From an optimization exercise on the open Yosys and OpenROAD flow, aimed at a short achievable clock period and few clock cycles per item; shortcuts taken in it are not production practice. The RTL was checked by simulation tests, not by an equivalence proof against the original design. Power is estimated from default activity; no workload was simulated.

$ cat design/flow/config.mk
export PLATFORM = sky130hd
export DESIGN_NAME = rv_exec_top
export DESIGN_NICKNAME = rv_exec_top
export VERILOG_FILES = /design/flow/design.v
export SDC_FILE = /design/flow/constraint.sdc
export NUM_CORES = 4
export LEC_CHECK = 0
export CAP_MARGIN = 20
export CORE_MARGIN = 2
export CORE_UTILIZATION = 40
export SLEW_MARGIN = 20
$ cat design/flow/run.sh
#!/bin/bash
# synth_recipe.tcl (not shown) runs the flow's synth.tcl, then flattens the netlist and writes it again
# the make line also repeats each setting of config.mk as NAME=value (left out here)
make -C /OpenROAD-flow-scripts/flow DESIGN_CONFIG=/design/flow/config.mk WORK_HOME=/design/flow/orfs CLKGATE_MAP_FILE= SYNTH_SCRIPT=/design/flow/synth_recipe.tcl finish
$ cat design/flow/design.v
`default_nettype none
package rv_exec_pkg;
  localparam int NUM_REGS     = 32;
  localparam int XLEN_DEFAULT = 32;
  localparam logic [4:0] REG_X0 = 5'd0;
  localparam logic [4:0] OP_LUI   = 5'd0;
  localparam logic [4:0] OP_AUIPC = 5'd1;
  localparam logic [4:0] OP_ADDI  = 5'd2;
  localparam logic [4:0] OP_SLTI  = 5'd3;
  localparam logic [4:0] OP_SLTIU = 5'd4;
  localparam logic [4:0] OP_XORI  = 5'd5;
  localparam logic [4:0] OP_ORI   = 5'd6;
  localparam logic [4:0] OP_ANDI  = 5'd7;
  localparam logic [4:0] OP_SLLI  = 5'd8;
  localparam logic [4:0] OP_SRLI  = 5'd9;
  localparam logic [4:0] OP_SRAI  = 5'd10;
  localparam logic [4:0] OP_ADD   = 5'd11;
  localparam logic [4:0] OP_SUB   = 5'd12;
  localparam logic [4:0] OP_SLL   = 5'd13;
  localparam logic [4:0] OP_SLT   = 5'd14;
  localparam logic [4:0] OP_SLTU  = 5'd15;
  localparam logic [4:0] OP_XOR   = 5'd16;
  localparam logic [4:0] OP_SRL   = 5'd17;
  localparam logic [4:0] OP_SRA   = 5'd18;
  localparam logic [4:0] OP_OR    = 5'd19;
  localparam logic [4:0] OP_AND   = 5'd20;
endpackage
`default_nettype wire
`default_nettype none
import rv_exec_pkg::*;
module rv_regfile
#(
  parameter int XLEN = XLEN_DEFAULT
) (
  input  logic            in_clk,
  input  logic            in_rst,
  input  logic [4:0]      raddr1_i,
  input  logic [4:0]      raddr2_i,
  output logic [XLEN-1:0]      rdata1_o,
  output logic [XLEN-1:0]      rdata2_o,
  input  logic            we_i,
  input  logic [4:0]      waddr_i,
  input  logic [XLEN-1:0] wdata_i
);
  logic [XLEN-1:0] regs [NUM_REGS];
  always_ff @(posedge in_clk or negedge in_rst) begin
    if (!in_rst) begin
      for (int i = 0; i < NUM_REGS; i++) begin
        regs[i] <= '0;
      end
    end else if (we_i && waddr_i != REG_X0) begin
      regs[waddr_i] <= wdata_i;
    end
  end
  always_comb begin
    if (raddr1_i == REG_X0) begin
      rdata1_o = '0;
    end else if (we_i && raddr1_i == waddr_i) begin
      rdata1_o = wdata_i;
    end else begin
      rdata1_o = regs[raddr1_i];
    end
  end
  always_comb begin
    if (raddr2_i == REG_X0) begin
      rdata2_o = '0;
    end else if (we_i && raddr2_i == waddr_i) begin
      rdata2_o = wdata_i;
    end else begin
      rdata2_o = regs[raddr2_i];
    end
  end
endmodule
`default_nettype wire
`default_nettype none
import rv_exec_pkg::*;
module rv_issue
#(
  parameter int XLEN = XLEN_DEFAULT
) (
  input  logic            in_clk,
  input  logic            in_rst,
  input  logic            instr_valid_i,
  output logic                 instr_ready_o,
  input  logic [4:0]        op_i,
  input  logic [4:0]      rd_i,
  input  logic [4:0]      rs1_i,
  input  logic [4:0]      rs2_i,
  input  logic [XLEN-1:0] imm_i,
  input  logic [XLEN-1:0] pc_i,
  output logic [4:0]           raddr1_o,
  output logic [4:0]           raddr2_o,
  input  logic [XLEN-1:0] rdata1_i,
  input  logic [XLEN-1:0] rdata2_i,
  input  logic            wb_done_i,
  input  logic [4:0]      wb_rd_i,
  output logic                 iss_valid_o,
  input  logic            alu_ready_i,
  output logic [4:0]             iss_op_o,
  output logic [4:0]           iss_rd_o,
  output logic [XLEN-1:0]      iss_a_o,
  output logic [XLEN-1:0]      iss_b_o,
  output logic [XLEN-1:0]      iss_imm_o,
  output logic [XLEN-1:0]      iss_pc_o
);
  logic [NUM_REGS-1:0] busy;
  logic [NUM_REGS-1:0] busy_nxt;
  logic [NUM_REGS-1:0] release_mask;
  logic [NUM_REGS-1:0] busy_eff;
  logic                hazard;
  logic                slot_free;
  logic                accept;
  logic                uses_rs2;
  assign raddr1_o = rs1_i;
  assign raddr2_o = rs2_i;
  always_comb begin
    release_mask = '0;
    if (wb_done_i) begin
      release_mask[wb_rd_i] = 1'b1;
    end
  end
  assign busy_eff = busy & ~release_mask;
  always_comb begin
    case (op_i)
      OP_ADD, OP_SUB, OP_SLL, OP_SLT, OP_SLTU,
      OP_XOR, OP_SRL, OP_SRA, OP_OR, OP_AND: uses_rs2 = 1'b1;
      default:                               uses_rs2 = 1'b0;
    endcase
  end
  assign hazard = busy_eff[rs1_i] |
                  (uses_rs2 & busy_eff[rs2_i]) |
                  busy_eff[rd_i];
  assign slot_free     = !iss_valid_o || alu_ready_i;
  assign instr_ready_o = slot_free && !hazard;
  assign accept        = instr_valid_i && instr_ready_o;
  always_comb begin
    busy_nxt = busy & ~release_mask;
    if (accept && rd_i != REG_X0) begin
      busy_nxt[rd_i] = 1'b1;
    end
  end
  always_ff @(posedge in_clk or negedge in_rst) begin
    if (!in_rst) begin
      busy        <= '0;
      iss_valid_o <= 1'b0;
    end else begin
      busy <= busy_nxt;
      if (accept) begin
        iss_valid_o <= 1'b1;
      end else if (alu_ready_i) begin
        iss_valid_o <= 1'b0;
      end
    end
  end
  always_ff @(posedge in_clk) begin
    if (accept) begin
      iss_op_o  <= op_i;
      iss_rd_o  <= rd_i;
      iss_a_o   <= rdata1_i;
      iss_b_o   <= rdata2_i;
      iss_imm_o <= imm_i;
      iss_pc_o  <= pc_i;
    end
  end
endmodule
`default_nettype wire
`default_nettype none
import rv_exec_pkg::*;
module rv_alu
#(
  parameter int XLEN = XLEN_DEFAULT
) (
  input  logic            in_clk,
  input  logic            in_rst,
  input  logic            iss_valid_i,
  output logic                 alu_ready_o,
  input  logic [4:0]        iss_op_i,
  input  logic [4:0]      iss_rd_i,
  input  logic [XLEN-1:0] iss_a_i,
  input  logic [XLEN-1:0] iss_b_i,
  input  logic [XLEN-1:0] iss_imm_i,
  input  logic [XLEN-1:0] iss_pc_i,
  output logic                 alu_valid_o,
  input  logic            wb_ready_i,
  output logic [4:0]           alu_rd_o,
  output logic [XLEN-1:0]      alu_result_o
);
  localparam int SHW = $clog2(XLEN);
  logic [XLEN-1:0] opnd_b;
  logic [SHW-1:0]  shamt;
  logic            lt_s;
  logic            lt_u;
  logic [XLEN-1:0] result;
  logic            load;
  logic            uses_rs2;
  always_comb begin
    case (iss_op_i)
      OP_ADD, OP_SUB, OP_SLL, OP_SLT, OP_SLTU,
      OP_XOR, OP_SRL, OP_SRA, OP_OR, OP_AND: uses_rs2 = 1'b1;
      default:                               uses_rs2 = 1'b0;
    endcase
  end
  assign opnd_b = uses_rs2 ? iss_b_i : iss_imm_i;
  assign shamt  = opnd_b[SHW-1:0];
  assign lt_s   = $signed(iss_a_i) < $signed(opnd_b);
  assign lt_u   = iss_a_i < opnd_b;
  always_comb begin
    case (iss_op_i)
      OP_LUI:           result = iss_imm_i;
      OP_AUIPC:         result = iss_pc_i + iss_imm_i;
      OP_ADDI, OP_ADD:  result = iss_a_i + opnd_b;
      OP_SUB:           result = iss_a_i - opnd_b;
      OP_SLTI, OP_SLT:  result = {{(XLEN-1){1'b0}}, lt_s};
      OP_SLTIU, OP_SLTU: result = {{(XLEN-1){1'b0}}, lt_u};
      OP_XORI, OP_XOR:  result = iss_a_i ^ opnd_b;
      OP_ORI, OP_OR:    result = iss_a_i | opnd_b;
      OP_ANDI, OP_AND:  result = iss_a_i & opnd_b;
      OP_SLLI, OP_SLL:  result = iss_a_i << shamt;
      OP_SRLI, OP_SRL:  result = iss_a_i >> shamt;
      OP_SRAI, OP_SRA:  result = $unsigned($signed(iss_a_i) >>> shamt);
      default:          result = '0;
    endcase
  end
  assign alu_ready_o = !alu_valid_o || wb_ready_i;
  assign load        = iss_valid_i && alu_ready_o;
  always_ff @(posedge in_clk or negedge in_rst) begin
    if (!in_rst) begin
      alu_valid_o <= 1'b0;
    end else if (load) begin
      alu_valid_o <= 1'b1;
    end else if (wb_ready_i) begin
      alu_valid_o <= 1'b0;
    end
  end
  always_ff @(posedge in_clk) begin
    if (load) begin
      alu_rd_o     <= iss_rd_i;
      alu_result_o <= result;
    end
  end
endmodule
`default_nettype wire
`default_nettype none
import rv_exec_pkg::*;
module rv_writeback
#(
  parameter int XLEN = XLEN_DEFAULT
) (
  input  logic            in_clk,
  input  logic            in_rst,
  input  logic            alu_valid_i,
  output logic                 wb_ready_o,
  input  logic [4:0]      alu_rd_i,
  input  logic [XLEN-1:0] alu_result_i,
  output logic                 res_valid_o,
  input  logic            res_ready_i,
  output logic [4:0]           res_rd_o,
  output logic [XLEN-1:0]      res_data_o,
  output logic                 we_o,
  output logic [4:0]           waddr_o,
  output logic [XLEN-1:0]      wdata_o,
  output logic                 wb_done_o,
  output logic [4:0]           wb_rd_o
);
  logic res_hs;
  logic load;
  assign res_hs     = res_valid_o && res_ready_i;
  assign wb_ready_o = !res_valid_o || res_ready_i;
  assign load       = alu_valid_i && wb_ready_o;
  always_ff @(posedge in_clk or negedge in_rst) begin
    if (!in_rst) begin
      res_valid_o <= 1'b0;
    end else if (load) begin
      res_valid_o <= 1'b1;
    end else if (res_ready_i) begin
      res_valid_o <= 1'b0;
    end
  end
  always_ff @(posedge in_clk) begin
    if (load) begin
      res_rd_o   <= alu_rd_i;
      res_data_o <= alu_result_i;
    end
  end
  assign we_o    = res_hs && res_rd_o != REG_X0;
  assign waddr_o = res_rd_o;
  assign wdata_o = res_data_o;
  assign wb_done_o = res_hs;
  assign wb_rd_o   = res_rd_o;
endmodule
`default_nettype wire
`default_nettype none
import rv_exec_pkg::*;
module rv_exec_top
#(
  parameter int XLEN = XLEN_DEFAULT
) (
  input  logic            in_clk,
  input  logic            in_rst,
  input  logic            instr_valid_i,
  output logic                 instr_ready_o,
  input  logic [4:0]        op_i,
  input  logic [4:0]      rd_i,
  input  logic [4:0]      rs1_i,
  input  logic [4:0]      rs2_i,
  input  logic [XLEN-1:0] imm_i,
  input  logic [XLEN-1:0] pc_i,
  output logic                 res_valid_o,
  input  logic            res_ready_i,
  output logic [4:0]           res_rd_o,
  output logic [XLEN-1:0]      res_data_o
);
  logic [4:0]      raddr1;
  logic [4:0]      raddr2;
  logic [XLEN-1:0] rdata1;
  logic [XLEN-1:0] rdata2;
  logic            we;
  logic [4:0]      waddr;
  logic [XLEN-1:0] wdata;
  logic            iss_valid;
  logic            alu_ready;
  logic [4:0]        iss_op;
  logic [4:0]      iss_rd;
  logic [XLEN-1:0] iss_a;
  logic [XLEN-1:0] iss_b;
  logic [XLEN-1:0] iss_imm;
  logic [XLEN-1:0] iss_pc;
  logic            alu_valid;
  logic            wb_ready;
  logic [4:0]      alu_rd;
  logic [XLEN-1:0] alu_result;
  logic            wb_done;
  logic [4:0]      wb_rd;
  rv_regfile #(.XLEN(XLEN)) u_regfile (
    .in_clk   (in_clk),
    .in_rst   (in_rst),
    .raddr1_i (raddr1),
    .raddr2_i (raddr2),
    .rdata1_o (rdata1),
    .rdata2_o (rdata2),
    .we_i     (we),
    .waddr_i  (waddr),
    .wdata_i  (wdata)
  );
  rv_issue #(.XLEN(XLEN)) u_issue (
    .in_clk        (in_clk),
    .in_rst        (in_rst),
    .instr_valid_i (instr_valid_i),
    .instr_ready_o (instr_ready_o),
    .op_i          (op_i),
    .rd_i          (rd_i),
    .rs1_i         (rs1_i),
    .rs2_i         (rs2_i),
    .imm_i         (imm_i),
    .pc_i          (pc_i),
    .raddr1_o      (raddr1),
    .raddr2_o      (raddr2),
    .rdata1_i      (rdata1),
    .rdata2_i      (rdata2),
    .wb_done_i     (wb_done),
    .wb_rd_i       (wb_rd),
    .iss_valid_o   (iss_valid),
    .alu_ready_i   (alu_ready),
    .iss_op_o      (iss_op),
    .iss_rd_o      (iss_rd),
    .iss_a_o       (iss_a),
    .iss_b_o       (iss_b),
    .iss_imm_o     (iss_imm),
    .iss_pc_o      (iss_pc)
  );
  rv_alu #(.XLEN(XLEN)) u_alu (
    .in_clk       (in_clk),
    .in_rst       (in_rst),
    .iss_valid_i  (iss_valid),
    .alu_ready_o  (alu_ready),
    .iss_op_i     (iss_op),
    .iss_rd_i     (iss_rd),
    .iss_a_i      (iss_a),
    .iss_b_i      (iss_b),
    .iss_imm_i    (iss_imm),
    .iss_pc_i     (iss_pc),
    .alu_valid_o  (alu_valid),
    .wb_ready_i   (wb_ready),
    .alu_rd_o     (alu_rd),
    .alu_result_o (alu_result)
  );
  rv_writeback #(.XLEN(XLEN)) u_writeback (
    .in_clk       (in_clk),
    .in_rst       (in_rst),
    .alu_valid_i  (alu_valid),
    .wb_ready_o   (wb_ready),
    .alu_rd_i     (alu_rd),
    .alu_result_i (alu_result),
    .res_valid_o  (res_valid_o),
    .res_ready_i  (res_ready_i),
    .res_rd_o     (res_rd_o),
    .res_data_o   (res_data_o),
    .we_o         (we),
    .waddr_o      (waddr),
    .wdata_o      (wdata),
    .wb_done_o    (wb_done),
    .wb_rd_o      (wb_rd)
  );
endmodule
`default_nettype wire
$ cat design/flow/constraint.sdc
create_clock -name core_clock -period 5.5 [get_ports {in_clk}]
set_input_delay 1.1000 -clock core_clock [delete_from_list [all_inputs] [get_ports {in_clk}]]
set_output_delay 1.1000 -clock core_clock [all_outputs]
set_load 0.01 [all_outputs]
==> metrics.yaml <==
outcome:
  status: "no timing/DRC/antenna violations"
global_route:
  grt_max_degree: 121
  grt_pass1_wl_microns: 500000
  globalRouteTotalUtil: 0.395
  antenna_found_initial: 28
  grt.overflow.total: 0
  grt_pass1_vias: 62500
critical_path:
  crit_arrival_ns: 4.20
  crit_start: "u_writeback.res_rd_o[1]"
  rr_startpoint: "u_alu.uses_rs2"
  start_kind: "flip-flop"
  regToRegSetupSlack_ns: 0.37
  end_kind: "output port"
  crit_type: "flip-flop to output port"
  crit_required_ns: 4.40
  crit_fanout: 12
  r2r_end: "u_alu.alu_result_o[31]"
  ff2ff_path_depth: 14
pwr:
  power.leakage_nw: 35.1
  swShare: 0.361
  p_int_mw: 21.5
  p_seq_frac: 0.434
  power.density_nw_per_um2: 414
  clockPowerShare: 0.293
  p_sw_mw: 12.1
  power_frac_comb: 0.273
  p_total_mw: 33.6
  ir_drop_uv: 353
drt:
  vias_per_cell: 7.36
  wl_microns: 363000
  final_antenna_net_count: 0
  wire_per_inst_microns: 40.6
  route.detailed.drc: 0
  vias: 65800
  drt_iter0_markers: 13100
  first_pass_iters: 13
place:
  postPlaceCellArea_sq_um: 76300
  io_buffers: 126
  dp.cells: 8660
  place_ws_ns: 0.0521
  hpwl_microns: 228000
  place_congestion: 1.03
sta:
  setup_violations: 0
  period_share: 0.963
  final_max_slew_viol_count: 0
  fin_worst_skew_ns: 0.0689
  tightest_slew_ns: 1.37
  max_freq_mhz: 189
  rsz0062_at_grt: "false"
  slew_headroom: 0.0796
  hold_viol_final: 0
  post-route-min-period_ns: 5.30
  fin_ws_ns: 0.202
floorplanning:
  fp.coreArea_sq_um: 174000
  die_h_microns: 422
  pin_count: 127
  num_rows: 153
  die_w_microns: 422
  dieArea_sq_um: 178000
  initial_core_util: 0.402
cts:
  numCtsBuffers: 143
  cts_tree: "built"
  clk-insertion-delay-late_ns: 0.85
  clkTransAtPathRegs_ns: 0.05
  cts.path.max_buffers: 3
  cts_sinks: 1240
  h-tree-depth: 4
  cts_root_buffer: "clkbuf_16"
synthesis:
  syn_area_per_cell_sq_um: 11.0
  ys_seq_elements: 1240
  netlist_area_sq_um: 69800
  ys_seq_area_frac: 0.460
  yosys_warnings: 5
  synth.distinct_cells: 86
  postSynth.asyncResetShare: 0.828
  synth-main-ff-cell: "dfrtp_1"
  syn_nets: 6585
  synthCells: 6354
  synth_edf_count: 212
layout:
  nets: 6716
  finalInstanceArea_sq_um: 81200
  final_cell_mix: "dfrtp_1, mux2_2, a22oi_1"
  drive_gt1_frac: 0.281
  final_common_cell: "dfrtp_1"
  fillers: 15900
  final_cells: 8937
  area_growth_syn_to_layout_pct: 16.4
worst_hold_path:
  hp-class: "primary input to async pin"
flow_run:
  max-cap-violations: 0
## state kept, by name (all words and copies together), names as in the netlist, 32 cells and up
signal,count
u_alu.alu_result_o,32
u_issue.busy,32
u_issue.iss_a_o,32
u_issue.iss_b_o,32
u_issue.iss_imm_o,32
u_issue.iss_pc_o,32
u_regfile.regs,992
u_writeback.res_data_o,32
## synthesized netlist by cell type, types with 27 or more instances
master | n | share of area
o211ai_1 | 48 | 0.0052
buf_2 | 36 | 0.0026
a31oi_1 | 29 | 0.0026
clkbuf_1 | 379 | 0.020
inv_1 | 112 | 0.0060
mux2_2 | 1016 | 0.16
ha_1 | 140 | 0.025
nand2_1 | 278 | 0.015
a22oi_1 | 385 | 0.041
dfrtp_1 | 1027 | 0.37
o22ai_1 | 43 | 0.0039
nand4_1 | 125 | 0.011
mux2i_1 | 161 | 0.023
nand3_1 | 117 | 0.0084
nor2_1 | 334 | 0.018
o21ai_0 | 263 | 0.019
edfxtp_1 | 212 | 0.091
a211oi_1 | 41 | 0.0044
nor4_1 | 27 | 0.0024
nor3_1 | 121 | 0.0087
buf_1 | 144 | 0.0077
a21oi_1 | 250 | 0.018
o31ai_1 | 52 | 0.0056
xnor2_1 | 28 | 0.0035
a22o_1 | 199 | 0.025
a221oi_1 | 290 | 0.036
nand2b_1 | 34 | 0.0030
a21o_1 | 38 | 0.0041
a222oi_1 | 50 | 0.0072
## layer usage
metal | GRT usage | vias up | routed length (microns)
li1 | - | 25000 | -
met1 | 0.479 | 32600 | 128000
met2 | 0.556 | 6145 | 146000
met3 | 0.172 | 2050 | 53100
met4 | 0.282 | 39 | 34400
met5 | 0.00887 | - | 444
## area by class of cell
cell class,instances,area (sq um),share of cell area
Multi-Input combinational cell,4430,35700,0.440
Sequential cell,1240,32100,0.395
Timing Repair Buffer,552,5250,0.0646
Clock buffer,204,4150,0.0511
Tap cell,2325,2910,0.0358
Clock inverter,50,616,0.00758
Inverter,118,452,0.00556
Antenna cell,18,45.0,0.000554
## worst max-delay path: stages (launching register included)
cell	delay [ns]
edfxtp_1	0.42
buf_4	0.21
nor4_4	0.60
or3b_1	0.40
o21ai_2	0.13
mux4_2	0.49
or4_1	0.48
o211ai_1	0.12
a311oi_1	0.07
nor3b_4	0.18
dlygate4sd2_1	0.30
## cells by family after synthesis
family,count (synthesis),synth area share
fa+ha+maj,143,0.0260
flops,1240,0.460
compound gates,1879,0.196
buf+inv,684,0.0381
mux,1202,0.195
xor+xnor,51,0.00640
simple gates,1155,0.0787
## through the flow
step,hold slack (ns),TNS [ns],utilization
5_1_grt,0.368,0,0.468
6_report,0.322,0,0.468
4_1_cts,0.386,0,0.467
3_3_place_gp,0.403,0,0.439
3_5_place_dp,0.405,0,0.440
2_1_floorplan,0.400,-3.93,-
## power by group through the flow
stage          combinational, mW  clock [mW]  sequential [mW]
4_1_cts                     8.83        9.87             14.4
2_1_floorplan               5.67           0             13.6
3_3_place_gp                8.67           0             14.5
5_1_grt                     9.65        10.2             14.7
3_5_place_dp                8.78           0             14.5
6_report                    9.18        9.85             14.6
## timing repair
action | 4_1_cts | 5_1_grt
resized for setup | 12 | 7
endpoints found under the hold margin | 0 | 0
hold buffers | 0 | 0
pin swaps | 2 | 1
setup buffers | 3 | 1
setup endpoints to repair | 1 | 1
## worst max path at each step
stage | endpoint | slack, ns | cells past startpoint
after detailed placement | instr_ready_o | 0.05 | 11
after global routing | instr_ready_o | 0.01 | 13
after global placement | instr_ready_o | 0.08 | 11
after CTS | instr_ready_o | 0.16 | 13
final | instr_ready_o | 0.20 | 10
after floorplan | u_issue.iss_a_o[0] | -0.03 | 16
Testbench counts, summed over its fixed seeds: cycles 18,069, items 12,000.

[static timing again, ports no longer ideal]
How much do the figures lean on ideal ports? The routed layout below was timed once more, with nothing changed but the port constraints.
Step 1 (the two cells are an assumption about what drives the block):
set clk [get_ports {in_clk}]
set_driving_cell -lib_cell sky130_fd_sc_hd__clkbuf_16 $clk
set_driving_cell -lib_cell sky130_fd_sc_hd__buf_2 [delete_from_list [all_inputs] $clk]
Step 2 adds t to the input delays and takes it off the output delays; t is the mean of the earliest and latest rising clock arrival at the registers after step 1. Input paths then give back, and output paths get back, about the clock's delay inside the block.
Three values: ideal ports, drivers, drivers and shift; two values: the first two.
shift t [ns]: 0.904
setup WS [ns]: 0.202 / 0.111 / 0.005
latest minus earliest clock arrival (ns): 0.071 / 0.070
slew at the worst register clock pin (ns): 0.07 / 0.07
worst data-port slew with drivers (ns): 0.11
After both steps this run still meets setup and hold. For this run, drivers alone change the setup slack by -0.091 ns; drivers and shift together by -0.197 ns.
